This design comes from an exercise in tuning for small area, a short achievable clock period and few clock cycles per item on the open sky130 flow, not from production work. In this exercise RTL edits were held to simulation tests only and were not proved equivalent to the original.

Design rs_bm_decoder, start of the top module:
module rs_bm_decoder (
    input  wire         i_clock,
    input  wire         i_arst_n,
    input  wire         i_start,
    input  wire  [47:0] i_synd,
    output logic [35:0] o_locator,
    output logic        o_ready
);
For scale: about 1,400 cells after synthesis, ~110 flip-flops, about 88 I/O pins, about 0.011 mm2 of cells after synthesis.
==> flow/config.mk <==
export PLATFORM = sky130hd
export DESIGN_NAME = rs_bm_decoder
export DESIGN_NICKNAME = rs_bm_decoder
export VERILOG_FILES = /design/flow/design.v
export SDC_FILE = /design/flow/constraint.sdc
export NUM_CORES = 4
export LEC_CHECK = 0
export CAP_MARGIN = 20
export CORE_MARGIN = 2
export CORE_UTILIZATION = 40
export SLEW_MARGIN = 20
==> flow/constraint.sdc <==
create_clock -name core_clock -period 19.0 [get_ports {i_clock}]
set_input_delay 3.8000 -clock core_clock [delete_from_list [all_inputs] [get_ports {i_clock}]]
set_output_delay 3.8000 -clock core_clock [all_outputs]
set_load 0.01 [all_outputs]
standard.sh (not shown) runs the stock make flow with config.mk's settings and CLKGATE_MAP_FILE= SYNTH_SCRIPT=/design/flow/synth_recipe.tcl, a recipe that flattens the netlist after the stock synthesis.
==> flow/flow/run.sh <==
#!/bin/bash
# The standard layout (standard.sh) with two changes:
#  - synthesis maps the logic with flow/abc.script in place of ORFS's
#    abc_speed.script; everything else in synthesis (register mapping,
#    flattening, renaming) is synth_recipe.tcl as is;
#  - the port buffers that global placement inserts are sky130_fd_sc_hd__buf_1
#    rather than the cell buffer_ports picks by itself (a delay cell).
set -euo pipefail
work=$(cd "$(dirname "$0")/.." && pwd)
cat > "$work/own_synth.tcl" <<TCL
# Yosys's abc with this flow's script; every other argument as ORFS gives it
proc abc {args} {
  set i [lsearch -exact \$args -script]
  if { \$i >= 0 } { lset args [expr { \$i + 1 }] {$work/flow/abc.script} }
  yosys abc {*}\$args
}
source {$work/synth_recipe.tcl}
TCL
bash "$work/standard.sh" SYNTH_SCRIPT="$work/own_synth.tcl" \
  "BUFFER_PORTS_ARGS=-buffer_cell sky130_fd_sc_hd__buf_1" finish > "$work/flow_make.log" 2>&1
==> flow/flow/abc.script <==
strash
&get -n
&st
&dch
&nf -R 1000
&put
topo
stime -c
buffer -c
upsize -c
dnsize -c
Testbench counts at the start, summed over its fixed seeds: cycles 9,223, decodes 1,600.
Then changed:
--- a/flow/flow/run.sh
+++ b/flow/flow/run.sh
@@ -6 +6 @@
-#  - the port buffers that global placement inserts are sky130_fd_sc_hd__buf_1
+#  - the port buffers that global placement inserts are sky130_fd_sc_hd__buf_2
@@ -20 +20 @@
-  "BUFFER_PORTS_ARGS=-buffer_cell sky130_fd_sc_hd__buf_1" finish > "$work/flow_make.log" 2>&1
+  "BUFFER_PORTS_ARGS=-buffer_cell sky130_fd_sc_hd__buf_2" finish > "$work/flow_make.log" 2>&1
Result:
- The changed run finished clean
- count of clock-buffer cells in the layout does not change
- hold slack loses 0.0072 ns
- final cell count does not change
- worst setup slack barely changes
- via count stays flat
- routed wire length goes up by 0.31%
Then changed:
--- a/flow/flow/run.sh
+++ b/flow/flow/run.sh
@@ -6,2 +6,4 @@
-#  - the port buffers that global placement inserts are sky130_fd_sc_hd__buf_2
-#    rather than the cell buffer_ports picks by itself (a delay cell).
+#  - the port buffers that global placement inserts are sky130_fd_sc_hd__buf_1
+#    rather than the cell buffer_ports picks by itself (a delay cell);
+#  - after synthesis, flow/upsize_regs.tcl gives the registers with many
+#    loads the next drive strength of their own flip-flop type.
@@ -19,2 +21,6 @@
-bash "$work/standard.sh" SYNTH_SCRIPT="$work/own_synth.tcl" \
-  "BUFFER_PORTS_ARGS=-buffer_cell sky130_fd_sc_hd__buf_2" finish > "$work/flow_make.log" 2>&1
+args=(SYNTH_SCRIPT="$work/own_synth.tcl" SETUP_SLACK_MARGIN=13.2 "BUFFER_PORTS_ARGS=-buffer_cell sky130_fd_sc_hd__buf_1")
+bash "$work/standard.sh" "${args[@]}" synth > "$work/flow_make_synth.log" 2>&1
+SYNTH_ODB="$work/orfs/results/$FLOW_PLATFORM/rs_bm_decoder/base/1_synth.odb" \
+LIB_FILE="$FLOW_HOME/platforms/$FLOW_PLATFORM/lib/sky130_fd_sc_hd__tt_025C_1v80.lib" \
+  openroad -no_splash -exit "$work/flow/upsize_regs.tcl" > "$work/upsize_regs.log" 2>&1
+bash "$work/standard.sh" "${args[@]}" finish > "$work/flow_make.log" 2>&1
==> flow/flow/upsize_regs.tcl (new file) <==
# Give the registers that drive many loads a stronger flip-flop of the same
# kind (drive strength only): C, the multiplier taps Q1..Q3 of the syndromes,
# XB1 and the busy flag.
read_db $::env(SYNTH_ODB)
read_liberty $::env(LIB_FILE)
set n 0
foreach inst [get_cells *] {
  set name [get_property $inst name]
  set m [get_property $inst ref_name]
  if { $m eq "sky130_fd_sc_hd__dfxtp_1" && [regexp {^(c_q|q_q\[[123]\]|xb1_q)} $name] } {
    replace_cell $inst sky130_fd_sc_hd__dfxtp_2
    incr n
  } elseif { $m eq "sky130_fd_sc_hd__dfrtp_1" && [regexp {^busy_q} $name] } {
    replace_cell $inst sky130_fd_sc_hd__dfrtp_2
    incr n
  }
}
puts "upsized $n registers"
write_db $::env(SYNTH_ODB)
Outcome:
- The new run finished clean
- core utilization came out higher by 1.5 points
- global-route usage came out lower by 0.21 points
- maximum frequency came out higher by 7.3%
- die area came out higher by 0.56%
- register-to-register slack improved by 0.53 ns
Then changed:
--- a/flow/flow/run.sh
+++ b/flow/flow/run.sh
@@ -21 +21 @@
-args=(SYNTH_SCRIPT="$work/own_synth.tcl" SETUP_SLACK_MARGIN=13.2 "BUFFER_PORTS_ARGS=-buffer_cell sky130_fd_sc_hd__buf_1")
+args=(SYNTH_SCRIPT="$work/own_synth.tcl" "BUFFER_PORTS_ARGS=-buffer_cell sky130_fd_sc_hd__buf_1")
--- a/flow/config.mk
+++ b/flow/config.mk
@@ -11 +11 @@
-export SLEW_MARGIN = 20
+export SLEW_MARGIN = 60
Result:
- register-to-register slack got worse by 0.38 ns
- first-iteration DRC count falls by 13%
- fmax falls by about 4.7%
- routed wire length is about the same
- setup slack got worse by 0.28 ns
- die area does not change
- clock skew stays flat


== run A ==
rs_bm_decoder again, from the RTL that the note above started with.
export LEC_CHECK = 0
export CAP_MARGIN = 20
export CORE_MARGIN = 2
export CORE_UTILIZATION = 40
export SLEW_MARGIN = 45
create_clock -name core_clock -period 19.0 [get_ports {i_clock}]
==> flow/flow/run.sh <==
#!/bin/bash
# The standard layout (standard.sh) with two changes:
#  - synthesis maps the logic with flow/abc.script in place of ORFS's
#    abc_speed.script; everything else in synthesis (register mapping,
#    flattening, renaming) is synth_recipe.tcl as is;
#  - the port buffers that global placement inserts are sky130_fd_sc_hd__buf_1
#    rather than the cell buffer_ports picks by itself (a delay cell);
#  - after synthesis, flow/upsize_regs.tcl gives the registers with many
#    loads the next drive strength of their own flip-flop type.
set -euo pipefail
work=$(cd "$(dirname "$0")/.." && pwd)
cat > "$work/own_synth.tcl" <<TCL
# Yosys's abc with this flow's script; every other argument as ORFS gives it
proc abc {args} {
  set i [lsearch -exact \$args -script]
  if { \$i >= 0 } { lset args [expr { \$i + 1 }] {$work/flow/abc.script} }
  yosys abc {*}\$args
}
source {$work/synth_recipe.tcl}
TCL
args=(SYNTH_SCRIPT="$work/own_synth.tcl" "BUFFER_PORTS_ARGS=-buffer_cell sky130_fd_sc_hd__buf_1")
bash "$work/standard.sh" "${args[@]}" synth > "$work/flow_make_synth.log" 2>&1
SYNTH_ODB="$work/orfs/results/$FLOW_PLATFORM/rs_bm_decoder/base/1_synth.odb" \
LIB_FILE="$FLOW_HOME/platforms/$FLOW_PLATFORM/lib/sky130_fd_sc_hd__tt_025C_1v80.lib" \
  openroad -no_splash -exit "$work/flow/upsize_regs.tcl" > "$work/upsize_regs.log" 2>&1
bash "$work/standard.sh" "${args[@]}" finish > "$work/flow_make.log" 2>&1
==> flow/flow/upsize_regs.tcl <==
# Give the registers that drive many loads a stronger flip-flop of the same
# kind (drive strength only): C, the multiplier taps Q1..Q3 of the syndromes,
# XB1 and the busy flag.
read_db $::env(SYNTH_ODB)
read_liberty $::env(LIB_FILE)
set n 0
foreach inst [get_cells *] {
  set name [get_property $inst name]
  set m [get_property $inst ref_name]
  if { $m eq "sky130_fd_sc_hd__dfxtp_1" && [regexp {^(c_q|q_q\[[123]\]|xb1_q)} $name] } {
    replace_cell $inst sky130_fd_sc_hd__dfxtp_2
    incr n
  } elseif { $m eq "sky130_fd_sc_hd__dfrtp_1" && [regexp {^busy_q} $name] } {
    replace_cell $inst sky130_fd_sc_hd__dfrtp_2
    incr n
  }
}
puts "upsized $n registers"
write_db $::env(SYNTH_ODB)
Scripts as last shown in full above: flow/flow/abc.script
Testbench counts of run A, summed over its fixed seeds: cycles 9,223, decodes 1,600.
## Diff of input files: run B against run A
- changing SLEW_MARGIN from 45 to 20
--- a/flow/flow/abc.script
+++ b/flow/flow/abc.script
@@ -2,2 +2,5 @@
 &get -n
+&st
+&dch
+&nf -R 1000
 &st
Findings:
Run B: flow completed, timing, DRC and antenna clean
Run B vs. run A: final weighted congestion of routability-driven global placement went up 0.032, remaining max-slew budget at the tightest pin decreased by 21 points relative to the old numbers, least setup slack across all paths after layout shows a reduction of 0.36 ns.
Between run B and run A, final cell area excluding filler cells is lower for run B, run A comes in above that.
Comparing run B and run A, global-route wire length before repair is lower on run A.
Input-level comparison between run C and run B:
--- a/flow/flow/run.sh
+++ b/flow/flow/run.sh
@@ -1,10 +1,17 @@
 #!/bin/bash
-# The standard layout (standard.sh) with two changes:
+# The standard layout (standard.sh, ORFS at the design's clock and constraints)
+# with these changes:
 #  - synthesis maps the logic with flow/abc.script in place of ORFS's
 #    abc_speed.script; everything else in synthesis (register mapping,
-#    flattening, renaming) is synth_recipe.tcl as is;
+#    flattening, renaming) is synth_recipe.tcl as is, so the registers are the
+#    standard synthesis's;
+#  - after synthesis, flow/upsize_regs.tcl gives the registers with many
+#    loads the next drive strength of their own flip-flop type;
 #  - the port buffers that global placement inserts are sky130_fd_sc_hd__buf_1
 #    rather than the cell buffer_ports picks by itself (a delay cell);
-#  - after synthesis, flow/upsize_regs.tcl gives the registers with many
-#    loads the next drive strength of their own flip-flop type.
+#  - ORFS's repair_timing steps aim for 13.4 ns of setup slack
+#    (SETUP_SLACK_MARGIN), so they also speed up the paths the 19 ns clock
+#    leaves slack on.
+# Each tool's output goes to a log file in the work folder (flow_make_synth.log,
+# upsize_regs.log, flow_make.log; ORFS's own logs under orfs/logs/).
 set -euo pipefail
@@ -20,3 +27,3 @@
 TCL
-args=(SYNTH_SCRIPT="$work/own_synth.tcl" "BUFFER_PORTS_ARGS=-buffer_cell sky130_fd_sc_hd__buf_1")
+args=(SYNTH_SCRIPT="$work/own_synth.tcl" SETUP_SLACK_MARGIN=13.4 "BUFFER_PORTS_ARGS=-buffer_cell sky130_fd_sc_hd__buf_1")
 bash "$work/standard.sh" "${args[@]}" synth > "$work/flow_make_synth.log" 2>&1
--- a/flow/flow/abc.script
+++ b/flow/flow/abc.script
@@ -2,5 +2,2 @@
 &get -n
-&st
-&dch
-&nf -R 1000
 &st
## What came out
- Compared with run B, run C shows final clock period utilization by the worst path lower by 4.4 points.
- Run C: first-iteration DRC count higher than run B
- Going from run B to run C, I/O pin count held.
- Compared with run B, in run C multiplexer fraction of the synthesized cell area increased 0.24 points; wire length decreased about 2.1%.
## Diff of input files: run D against run C
--- a/flow/flow/run.sh
+++ b/flow/flow/run.sh
@@ -11,3 +11,3 @@
 #    rather than the cell buffer_ports picks by itself (a delay cell);
-#  - ORFS's repair_timing steps aim for 13.4 ns of setup slack
+#  - ORFS's repair_timing steps aim for 13.0 ns of setup slack
 #    (SETUP_SLACK_MARGIN), so they also speed up the paths the 19 ns clock
@@ -27,3 +27,3 @@
 TCL
-args=(SYNTH_SCRIPT="$work/own_synth.tcl" SETUP_SLACK_MARGIN=13.4 "BUFFER_PORTS_ARGS=-buffer_cell sky130_fd_sc_hd__buf_1")
+args=(SYNTH_SCRIPT="$work/own_synth.tcl" SETUP_SLACK_MARGIN=13.0 "BUFFER_PORTS_ARGS=-buffer_cell sky130_fd_sc_hd__buf_1")
 bash "$work/standard.sh" "${args[@]}" synth > "$work/flow_make_synth.log" 2>&1
### Flow results
Compared with run C, run D shows path depth of the worst reg2reg path lower by 1. ~same area reported by Yosys stat in run C and run D. On global-route usage, run C and run D are basically level. Of the two values seen for master of the slowest instance on the critical path, sky130_fd_sc_hd__xnor2_2 was produced by run C and sky130_fd_sc_hd__xor2_1 by run D. Number of instances in the synthesized netlist: run D vs run C identical. On count of routing violations after the opening detailed-route iteration, the higher figure sits with run C, not run D. On maximum number of pins on one net before global-route repair: run D sits below run C. In the metrics for run C and run D, the one carrying the lower final estimated routing congestion in global placement is run D.
Setup changes, run D to run E
==> flow/flow/run.sh <==
#!/bin/bash
# The standard layout (standard.sh) with two changes:
#  - synthesis maps the logic with flow/abc.script in place of ORFS's
#    abc_speed.script; everything else in synthesis (register mapping,
#    flattening, renaming) is synth_recipe.tcl as is;
#  - the port buffers that global placement inserts are sky130_fd_sc_hd__buf_2
#    rather than the cell buffer_ports picks by itself (a delay cell);
#  - after synthesis, flow/upsize_regs.tcl gives the registers with many
#    loads the next drive strength of their own flip-flop type.
set -euo pipefail
work=$(cd "$(dirname "$0")/.." && pwd)
cat > "$work/own_synth.tcl" <<TCL
# Yosys's abc with this flow's script; every other argument as ORFS gives it
proc abc {args} {
  set i [lsearch -exact \$args -script]
  if { \$i >= 0 } { lset args [expr { \$i + 1 }] {$work/flow/abc.script} }
  yosys abc {*}\$args
}
source {$work/synth_recipe.tcl}
TCL
args=(SYNTH_SCRIPT="$work/own_synth.tcl" "BUFFER_PORTS_ARGS=-buffer_cell sky130_fd_sc_hd__buf_2")
bash "$work/standard.sh" "${args[@]}" synth > "$work/flow_make_synth.log" 2>&1
SYNTH_ODB="$work/orfs/results/$FLOW_PLATFORM/rs_bm_decoder/base/1_synth.odb" \
LIB_FILE="$FLOW_HOME/platforms/$FLOW_PLATFORM/lib/sky130_fd_sc_hd__tt_025C_1v80.lib" \
  openroad -no_splash -exit "$work/flow/upsize_regs.tcl" > "$work/upsize_regs.log" 2>&1
bash "$work/standard.sh" "${args[@]}" finish > "$work/flow_make.log" 2>&1
### Flow results
- Looking at minimum setup slack after placement, run E sits 0.0060 ns higher than run D does.
- Run D was routed with more vias than run E.
- Slowest cell on the critical path: sky130_fd_sc_hd__a21oi_1 -> run E, sky130_fd_sc_hd__xor2_1 -> run D
- Relative to run D, the final cell area reported for run E is lower.
- Summary — setup slack, run E relative to run D: lower, by 0.17 ns.
- Summary of the comparison: fraction of layout instances using a drive strength above 1 is higher in run E, relative to run D.
- Capture point of the critical path: ib_d_q[0] -> run D, ib_d_q[1] -> run E
- Portion of the clock cycle consumed by the worst path in the final layout: run E higher than run D
- Taking run D as the reference, in run E number of global-route vias before repair lower; layout buffer count excluding clock buffers decreased by 3.4% relative to the old numbers.

## what the ideal ports hide
The results above use ideal ports. As a check the final layouts listed here were re-extracted and re-timed, cells and wires unchanged.
Step 1: set_driving_cell puts a clkbuf_16 on i_clock and a buf_2 on each other input, an assumption about the parent block.
Step 2 adds t to the input delays and takes it off the output delays; t is the mean of the earliest and latest rising clock arrival at the registers after step 1. Input paths then give back, and output paths get back, about the clock's delay inside the block.
Three values: no drivers, after step 1, after step 2; two values: the first two.
run | t (ns) | slack for setup (ns) | hold slack, ns | latest minus earliest clock arrival (ns) | worst slew at a driven data input, ns
the first run of note 1 | 0.406 | 12.924 / 12.924 / 12.637 | 0.436 / 0.436 / 0.436 | 0.014 / 0.015 | 0.04
the second run of note 1 | 0.404 | 12.925 / 12.925 / 12.645 | 0.429 / 0.429 / 0.429 | 0.017 / 0.017 | 0.03
the third run of note 1 | 0.406 | 13.340 / 13.365 / 12.958 | 0.432 / 0.432 / 0.432 | 0.017 / 0.017 | 0.04
the fourth run of note 1 | 0.410 | 13.063 / 13.073 / 12.679 | 0.437 / 0.437 / 0.437 | 0.016 / 0.017 | 0.04
run A | 0.408 | 13.023 / 13.048 / 12.639 | 0.435 / 0.435 / 0.435 | 0.014 / 0.013 | 0.04
run B | 0.410 | 12.664 / 12.664 / 12.664 | 0.429 / 0.429 / 0.429 | 0.011 / 0.011 | 0.04
run C | 0.404 | 13.495 / 13.491 / 13.118 | 0.438 / 0.438 / 0.438 | 0.013 / 0.013 | 0.03
run D | 0.410 | 13.161 / 13.186 / 12.776 | 0.435 / 0.435 / 0.435 | 0.015 / 0.016 | 0.04
run E | 0.407 | 12.987 / 13.012 / 12.605 | 0.443 / 0.443 / 0.443 | 0.018 / 0.017 | 0.04
After both steps setup and hold are still met in every run listed. The setup slack of run D, which loses most, moves by +0.025 ns with the drivers and by -0.385 ns with both steps.
